Context: an optimization exercise on an open-source flow, tuned for small area, a short achievable clock period and few clock cycles per item. The choices shown serve that exercise and are no tape-out recipe. RTL that was checked went through simulation tests only; none was proved equivalent to the original. No activity file was given, so power comes from the tool's default toggle rates.

==> v15: inputs <==
## qkv_top
module qkv_top #(
	parameter int num_proj = 3
) (
	input  logic        clk,
	input  logic        reset_n,
	input  logic        dut_valid,
	output logic        dut_ready,
	output logic [15:0] input_read_address,
	input  logic [31:0] input_read_data,
	output logic [15:0] weight_read_address,
	input  logic [31:0] weight_read_data,
	output logic        result_write_enable,
	output logic [15:0] result_write_address,
	output logic [31:0] result_write_data
);
Settings: LEC_CHECK=0, CAP_MARGIN=20, CORE_MARGIN=2, CORE_UTILIZATION=40, SLEW_MARGIN=20, SYNTH_HIERARCHICAL=1, SYNTH_MINIMUM_KEEP_SIZE=0, SETUP_SLACK_MARGIN=6, BUFFER_PORTS_ARGS=-buffer_cell sky130_fd_sc_hd__buf_2, CTS_ARGS=-sink_clustering_enable -repair_clock_nets -dont_use_dummy_load -sink_clustering_size 30 -sink_clustering_max_diameter 60; clock period 9.0 ns.
standard.sh (not shown) runs the stock make flow with config.mk's settings and CLKGATE_MAP_FILE= SYNTH_SCRIPT=/design/flow/synth_recipe.tcl, a recipe that flattens the netlist after the stock synthesis.
==> flow/flow/run.sh <==
#!/bin/bash
set -e
MARGIN=6
cat >> config.mk <<EOS
export SETUP_SLACK_MARGIN = $MARGIN
export BUFFER_PORTS_ARGS = -buffer_cell sky130_fd_sc_hd__buf_2
export CTS_ARGS = -sink_clustering_enable -repair_clock_nets -dont_use_dummy_load -sink_clustering_size 30 -sink_clustering_max_diameter 60
EOS
bash standard.sh > standard.log 2>&1
==> inputs of v5, as changes to v15 <==
==> flow/flow/run.sh (replaced) <==
#!/bin/bash
set -e
MARGIN=6
echo "export SETUP_SLACK_MARGIN = $MARGIN" >> config.mk
bash standard.sh > standard.log 2>&1
BUFFER_PORTS_ARGS = unset   (was -buffer_cell sky130_fd_sc_hd__buf_2)
CTS_ARGS = unset   (was -sink_clustering_enable -repair_clock_nets -dont_use_dummy_load -sink_clustering_size 30 -sink_clustering_max_diameter 60)
==> inputs of v39, as changes to v15 <==
==> flow/flow/run.sh (replaced) <==
#!/bin/bash
set -e
MARGIN=6
cat >> config.mk <<EOS
export SETUP_SLACK_MARGIN = $MARGIN
export BUFFER_PORTS_ARGS = -buffer_cell sky130_fd_sc_hd__buf_2
export CTS_ARGS = -sink_clustering_enable -repair_clock_nets -dont_use_dummy_load
EOS
bash standard.sh > standard.log 2>&1
CTS_ARGS = -sink_clustering_enable -repair_clock_nets -dont_use_dummy_load   (was -sink_clustering_enable -repair_clock_nets -dont_use_dummy_load -sink_clustering_size 30 -sink_clustering_max_diameter 60)
==> summary.txt <==
Placement
  – DP Area: 31310 um2
  – Cell total after placement: 3671

Setup path
  – CP max-delay cell: dfxtp_1
  – Worst-path cell chain: a22oi_1 -> xnor2_1 -> fa_1 -> fa_1 -> fa_1 -> xor2_1 -> xnor2_1 -> xnor2_1
  – WP buf/inv: 0
  – Worst path top cell family by delay: adder cells
  – Kind of end point of the critical path: register

Global route
  – Initial antenna violation count: 8
  – Total Routing Usage GR: 0.2030

Layout
  – Leading cell type in the layout, fill and taps excluded: dfxtp_1
  – Filler Cells Inserted: 6913
  – Layout area overhead: 9.001%

Drt
  – Met2 WL: 37.56 mm

Outcome
  – Status: no timing/DRC/antenna violations

Pwr
  – Lkg Pwr: 12.03 nW
  – Final Power: 9.252 mW
  – Total net switching power: 3.329 mW
The numbers above come from v15.

==> summary.txt <==
Outcome
  – Status: no timing/DRC/antenna violations

Drt
  – Met2 WL: 39.11 mm

Setup path
  – Worst path top cell family by delay: flip-flops
  – WP buf/inv: 1
  – CP max-delay cell: dfxtp_4
  – Worst-path cell chain: clkbuf_2

Global route
  – Initial antenna violation count: 3

Placement
  – DP Area: 32080 um2

Pwr
  – Lkg Pwr: 12.73 nW
The numbers above come from v5.

==> summary.txt <==
Layout
  – Layout area overhead: 10.65%
  – Leading cell type in the layout, fill and taps excluded: dfxtp_1
  – Filler Cells Inserted: 6872

Setup path
  – Kind of end point of the critical path: register
  – Worst-path cell chain: a22oi_1 -> xnor2_1 -> fa_1 -> fa_1 -> fa_1 -> xor2_1 -> xnor2_1 -> xnor2_1
  – Worst path top cell family by delay: adder cells
  – CP max-delay cell: dfxtp_2

Drt
  – Met2 WL: 37.69 mm

Global route
  – Initial antenna violation count: 8
  – Total Routing Usage GR: 0.2044

Pwr
  – Total net switching power: 3.391 mW
  – Lkg Pwr: 12.27 nW

Placement
  – Cell total after placement: 3671
  – DP Area: 31310 um2

Outcome
  – Status: no timing/DRC/antenna violations
The numbers above come from v39.

No functional check of the RTL was part of any run of this note.

---

==> inputs of delta <==
qkv_top, a different RTL version from the one above (not shown whole).
// qkv_top
module qkv_top #(
	parameter int num_proj = 3
) (
	input  logic        clk,
	input  logic        reset_n,
	input  logic        dut_valid,
	output logic        dut_ready,
	output logic [15:0] input_read_address,
	input  logic [31:0] input_read_data,
	output logic [15:0] weight_read_address,
	input  logic [31:0] weight_read_data,
	output logic        result_write_enable,
	output logic [15:0] result_write_address,
	output logic [31:0] result_write_data
);
	logic [31:0] acc_sum;
	logic hdr2, run, k_last, all_last, first_s3, wr_next;
	qkv_ctrl u_qkv_ctrl (
		.clk       (clk),
		.reset_n   (reset_n),
		.dut_valid (dut_valid),
		.dut_ready (dut_ready),
		.hdr2      (hdr2),
		.run       (run),
		.k_last    (k_last),
		.all_last  (all_last),
		.first_s3  (first_s3),
		.wr_next   (wr_next)
	);
	operand_fetch #(
		.num_proj (num_proj)
	) u_operand_fetch (
		.clk                 (clk),
		.input_read_data     (input_read_data),
		.weight_read_data    (weight_read_data),
		.input_read_address  (input_read_address),
		.weight_read_address (weight_read_address),
		.hdr2                (hdr2),
		.run                 (run),
		.k_last              (k_last),
		.all_last            (all_last)
	);
	mac_unit u_mac_unit (
		.clk     (clk),
		.a_in    (input_read_data),
		.b_in    (weight_read_data),
		.first   (first_s3),
		.acc_sum (acc_sum)
	);
	result_writer u_result_writer (
		.clk                  (clk),
		.reset_n              (reset_n),
		.acc_sum              (acc_sum),
		.hdr2                 (hdr2),
		.wr_next              (wr_next),
		.result_write_enable  (result_write_enable),
		.result_write_address (result_write_address),
		.result_write_data    (result_write_data)
	);
endmodule
==> flow/config.mk <==
export PLATFORM = sky130hd
export DESIGN_NAME = qkv_top
export DESIGN_NICKNAME = qkv_top
export VERILOG_FILES = /design/flow/design.v
export SDC_FILE = /design/flow/constraint.sdc
export NUM_CORES = 4
export LEC_CHECK = 0
export CAP_MARGIN = 20
export CORE_MARGIN = 2
export CORE_UTILIZATION = 40
export SLEW_MARGIN = 20
export SYNTH_HIERARCHICAL = 1
export SYNTH_MINIMUM_KEEP_SIZE = 0
export SETUP_SLACK_MARGIN = 6
export BUFFER_PORTS_ARGS = -buffer_cell sky130_fd_sc_hd__buf_2
export CTS_ARGS = -sink_clustering_enable -repair_clock_nets -dont_use_dummy_load -sink_clustering_size 30 -sink_clustering_max_diameter 60
==> flow/constraint.sdc <==
create_clock -name core_clock -period 9.0 [get_ports {clk}]
set_input_delay 1.8000 -clock core_clock [delete_from_list [all_inputs] [get_ports {clk}]]
set_output_delay 1.8000 -clock core_clock [all_outputs]
set_load 0.01 [all_outputs]
==> flow/flow/run.sh <==
#!/bin/bash
set -e
MARGIN=6
cat >> config.mk <<EOS
export SETUP_SLACK_MARGIN = $MARGIN
export BUFFER_PORTS_ARGS = -buffer_cell sky130_fd_sc_hd__buf_2
export CTS_ARGS = -sink_clustering_enable -repair_clock_nets -dont_use_dummy_load -sink_clustering_size 30 -sink_clustering_max_diameter 60
EOS
bash standard.sh MATCH_CELL_FOOTPRINT=0 finish > standard.log 2>&1
==> inputs of violet, as changes to delta <==
==> flow/flow/run.sh (replaced) <==
#!/bin/bash
set -e
MARGIN=6
cat >> config.mk <<EOS
export SETUP_SLACK_MARGIN = $MARGIN
export BUFFER_PORTS_ARGS = -buffer_cell sky130_fd_sc_hd__buf_2
export CTS_ARGS = -sink_clustering_enable -repair_clock_nets -dont_use_dummy_load -sink_clustering_size 30 -sink_clustering_max_diameter 60
EOS
bash standard.sh > standard.log 2>&1
==> results.json <==
{
  "slowest_stage": "dfxtp_4",
  "buf_share_pct": 3.321,
  "vias": 20390,
  "h-tree-depth": 2,
  "clock_buffers": 44,
  "antenna_found_initial": 7,
  "most-common-layout-cells": "dfxtp_1, xnor2_1, fa_1",
  "path_buf_inv": 1,
  "yosys_most_used_dff": "dfxtp_1",
  "grt_use_met2_pct": 33.22,
  "fin_tns_setup_ps": 0,
  "worstHoldPathType": "flop to flop",
  "outcome": "no timing/DRC/antenna violations"
}
The numbers above come from delta.

==> results.json <==
{
  "vias": 20390,
  "most-common-layout-cells": "dfxtp_1, xnor2_1, fa_1",
  "grt_use_met2_pct": 33.22,
  "fin_tns_setup_ps": 0,
  "worstHoldPathType": "flop to flop",
  "buf_share_pct": 3.321,
  "outcome": "no timing/DRC/antenna violations",
  "yosys_most_used_dff": "dfxtp_1",
  "slowest_stage": "dfxtp_4",
  "h-tree-depth": 2,
  "path_buf_inv": 1,
  "antenna_found_initial": 7
}
The numbers above come from violet.

Testbench counts of delta, summed over its fixed seeds: cycles 54,315, macs 53,547.
Testbench counts of violet, summed over its fixed seeds: cycles 54,315, macs 53,547.

---

==> cedar <==
Another version of the RTL of qkv_top (not shown whole).
export LEC_CHECK = 0
export CAP_MARGIN = 20
export CORE_MARGIN = 2
export CORE_UTILIZATION = 40
export SLEW_MARGIN = 20
export SYNTH_HIERARCHICAL = 1
export SYNTH_MINIMUM_KEEP_SIZE = 0
export SETUP_SLACK_MARGIN = 6
export BUFFER_PORTS_ARGS = -buffer_cell sky130_fd_sc_hd__buf_2
export CTS_ARGS = -sink_clustering_enable -repair_clock_nets -dont_use_dummy_load -sink_clustering_size 30 -sink_clustering_max_diameter 60
create_clock -name core_clock -period 9.0 [get_ports {clk}]
==> flow/flow/run.sh <==
#!/bin/bash
set -e
MARGIN=6
cat >> config.mk <<EOS
export SETUP_SLACK_MARGIN = $MARGIN
export BUFFER_PORTS_ARGS = -buffer_cell sky130_fd_sc_hd__buf_2
export CTS_ARGS = -sink_clustering_enable -repair_clock_nets -dont_use_dummy_load -sink_clustering_size 30 -sink_clustering_max_diameter 60
EOS
bash standard.sh > standard.log 2>&1
==> inputs of zinc, as changes to cedar <==
==> flow/flow/run.sh (replaced) <==
#!/bin/bash
set -e
MARGIN=6
cat >> config.mk <<EOS
export SETUP_SLACK_MARGIN = $MARGIN
export BUFFER_PORTS_ARGS = -buffer_cell sky130_fd_sc_hd__buf_2
export CTS_ARGS = -sink_clustering_enable -repair_clock_nets -dont_use_dummy_load -sink_clustering_size 40 -sink_clustering_max_diameter 80
EOS
bash standard.sh > standard.log 2>&1
- CTS_ARGS: -sink_clustering_enable -repair_clock_nets -dont_use_dummy_load -sink_clustering_size 30 -sink_clustering_max_diameter 60 -> -sink_clustering_enable -repair_clock_nets -dont_use_dummy_load -sink_clustering_size 40 -sink_clustering_max_diameter 80
==> inputs of ember, as changes to cedar <==
==> flow/flow/run.sh (replaced) <==
#!/bin/bash
set -e
MARGIN=6
cat >> config.mk <<EOS
export SETUP_SLACK_MARGIN = $MARGIN
export BUFFER_PORTS_ARGS = -buffer_cell sky130_fd_sc_hd__buf_2
export CTS_ARGS = -sink_clustering_enable -repair_clock_nets -dont_use_dummy_load
EOS
bash standard.sh > standard.log 2>&1
- CTS_ARGS: -sink_clustering_enable -repair_clock_nets -dont_use_dummy_load -sink_clustering_size 30 -sink_clustering_max_diameter 60 -> -sink_clustering_enable -repair_clock_nets -dont_use_dummy_load
==> comparison <==
Global-route usage, lowest first: zinc, cedar, ember. In zinc the fmax is higher than in ember, by about 0.6%. Of zinc and ember, zinc has the higher worst hold slack (gap 0.0033 ns). Worst setup slack: ember is lower than cedar (0.0052 ns). Of ember and zinc, ember has the higher non-clock buffer count (gap 10). In critical path depth, ember and cedar do not differ. Clock skew, lowest first: zinc, ember, cedar. Clock power, lowest first: zinc, cedar, ember. The lowest wire length belongs to zinc, the highest to ember.
==> figures <==
| item | cedar | zinc | ember |
|---|---|---|---|
| Status | finished clean | finished clean | finished clean |
| Synth-to-layout area growth | 7.73% | 7.01% | 9.21% |
| Path depth of the worst reg2reg path | 7 | 6 | 5 |
| Combinational power share | 44.7% | 45.8% | 43.4% |
| Routed wl met3 | 5.28 mm | 5.16 mm | 5.67 mm |
| Met1 demand-to-capacity share in global routing | 27.9% | 27.8% | 27.9% |
| Initial detailed-routing violation count | 1743 | 1672 | 1633 |
| Total number of vias | 21.0k | 20.9k | 21.1k |
| Detail-routed net length per standard cell | 21.4 µm | 21.5 µm | 21.5 µm |
| Fraction of layout instances using a drive strength above 1 | 16.8% | 16.3% | 17.6% |
| Sum of routed wire length over all layers | 81.3 mm | 81.2 mm | 81.9 mm |
| Layout Utilization | 43.7% | 43.4% | 44.3% |
| Share of the final layout cell area in multi-input gates | 53.7% | 54.1% | 53.0% |
| Post-route met1 wirelength | 35.6 mm | 35.6 mm | 35.2 mm |
| GR met2 Demand/Resource | 33.9% | 33.9% | 34.1% |
| Final critical-path setup slack | 6.04 ns | 6.05 ns | 6.04 ns |
| Total power of the final layout | 9.32 mW | 9.11 mW | 9.60 mW |
| Worst IR Drop VDD | 0.158 mV | 0.158 mV | 0.157 mV |
| Clock tree skew after final layout | 0.0900 ns | 0.0767 ns | 0.0826 ns |
Testbench counts of cedar, summed over its fixed seeds: cycles 54,315, macs 53,547.
Testbench counts of zinc, summed over its fixed seeds: cycles 54,315, macs 53,547.
Testbench counts of ember, summed over its fixed seeds: cycles 54,315, macs 53,547.

## what the ideal ports hide
In the flow no input, the clock included, has a driving cell. The finished layouts below were timed again as built, in two steps. Step 1, drivers: a clkbuf_16 drives clk and a buf_2 each remaining input, both assumed. Step 2 adds t to the input delays and takes it off the output delays; t is the mean of the earliest and latest rising clock arrival at the registers after step 1. Input paths then give back, and output paths get back, about the clock's delay inside the block. a / b / c = no drivers / after step 1 / after step 2; a / b = the first two.
| run | shift t [ns] | slack for setup (ns) | hold slack, ns | worst setup path at the end | worst register clock-pin slew, ns |
|---|---|---|---|---|---|
| v15 | 0.632 | 6.003 / 5.960 / 5.749 | 0.328 / 0.328 / 0.328 | input to register | 0.10 / 0.10 |
| v5 | 0.681 | 5.982 / 5.921 / 5.414 | 0.326 / 0.326 / 0.326 | input to register | 0.07 / 0.07 |
| v39 | 0.667 | 5.916 / 5.916 / 5.745 | 0.325 / 0.325 / 0.325 | input to register | 0.06 / 0.06 |
| delta | 0.642 | 6.037 / 5.976 / 6.093 | 0.322 / 0.322 / 0.322 | register to register | 0.10 / 0.10 |
| violet | 0.642 | 6.037 / 5.976 / 6.093 | 0.322 / 0.322 / 0.322 | register to register | 0.10 / 0.10 |
| cedar | 0.640 | 6.041 / 5.978 / 5.747 | 0.334 / 0.334 / 0.334 | input to register | 0.10 / 0.10 |
| zinc | 0.619 | 6.053 / 5.989 / 5.758 | 0.329 / 0.329 / 0.329 | input to register | 0.12 / 0.12 |
| ember | 0.669 | 6.035 / 5.972 / 5.750 | 0.326 / 0.326 / 0.326 | input to register | 0.06 / 0.06 |
After both steps every run listed still meets setup and hold. The setup slack of v5, which loses most, moves by -0.061 ns with the drivers and by -0.568 ns with both steps.
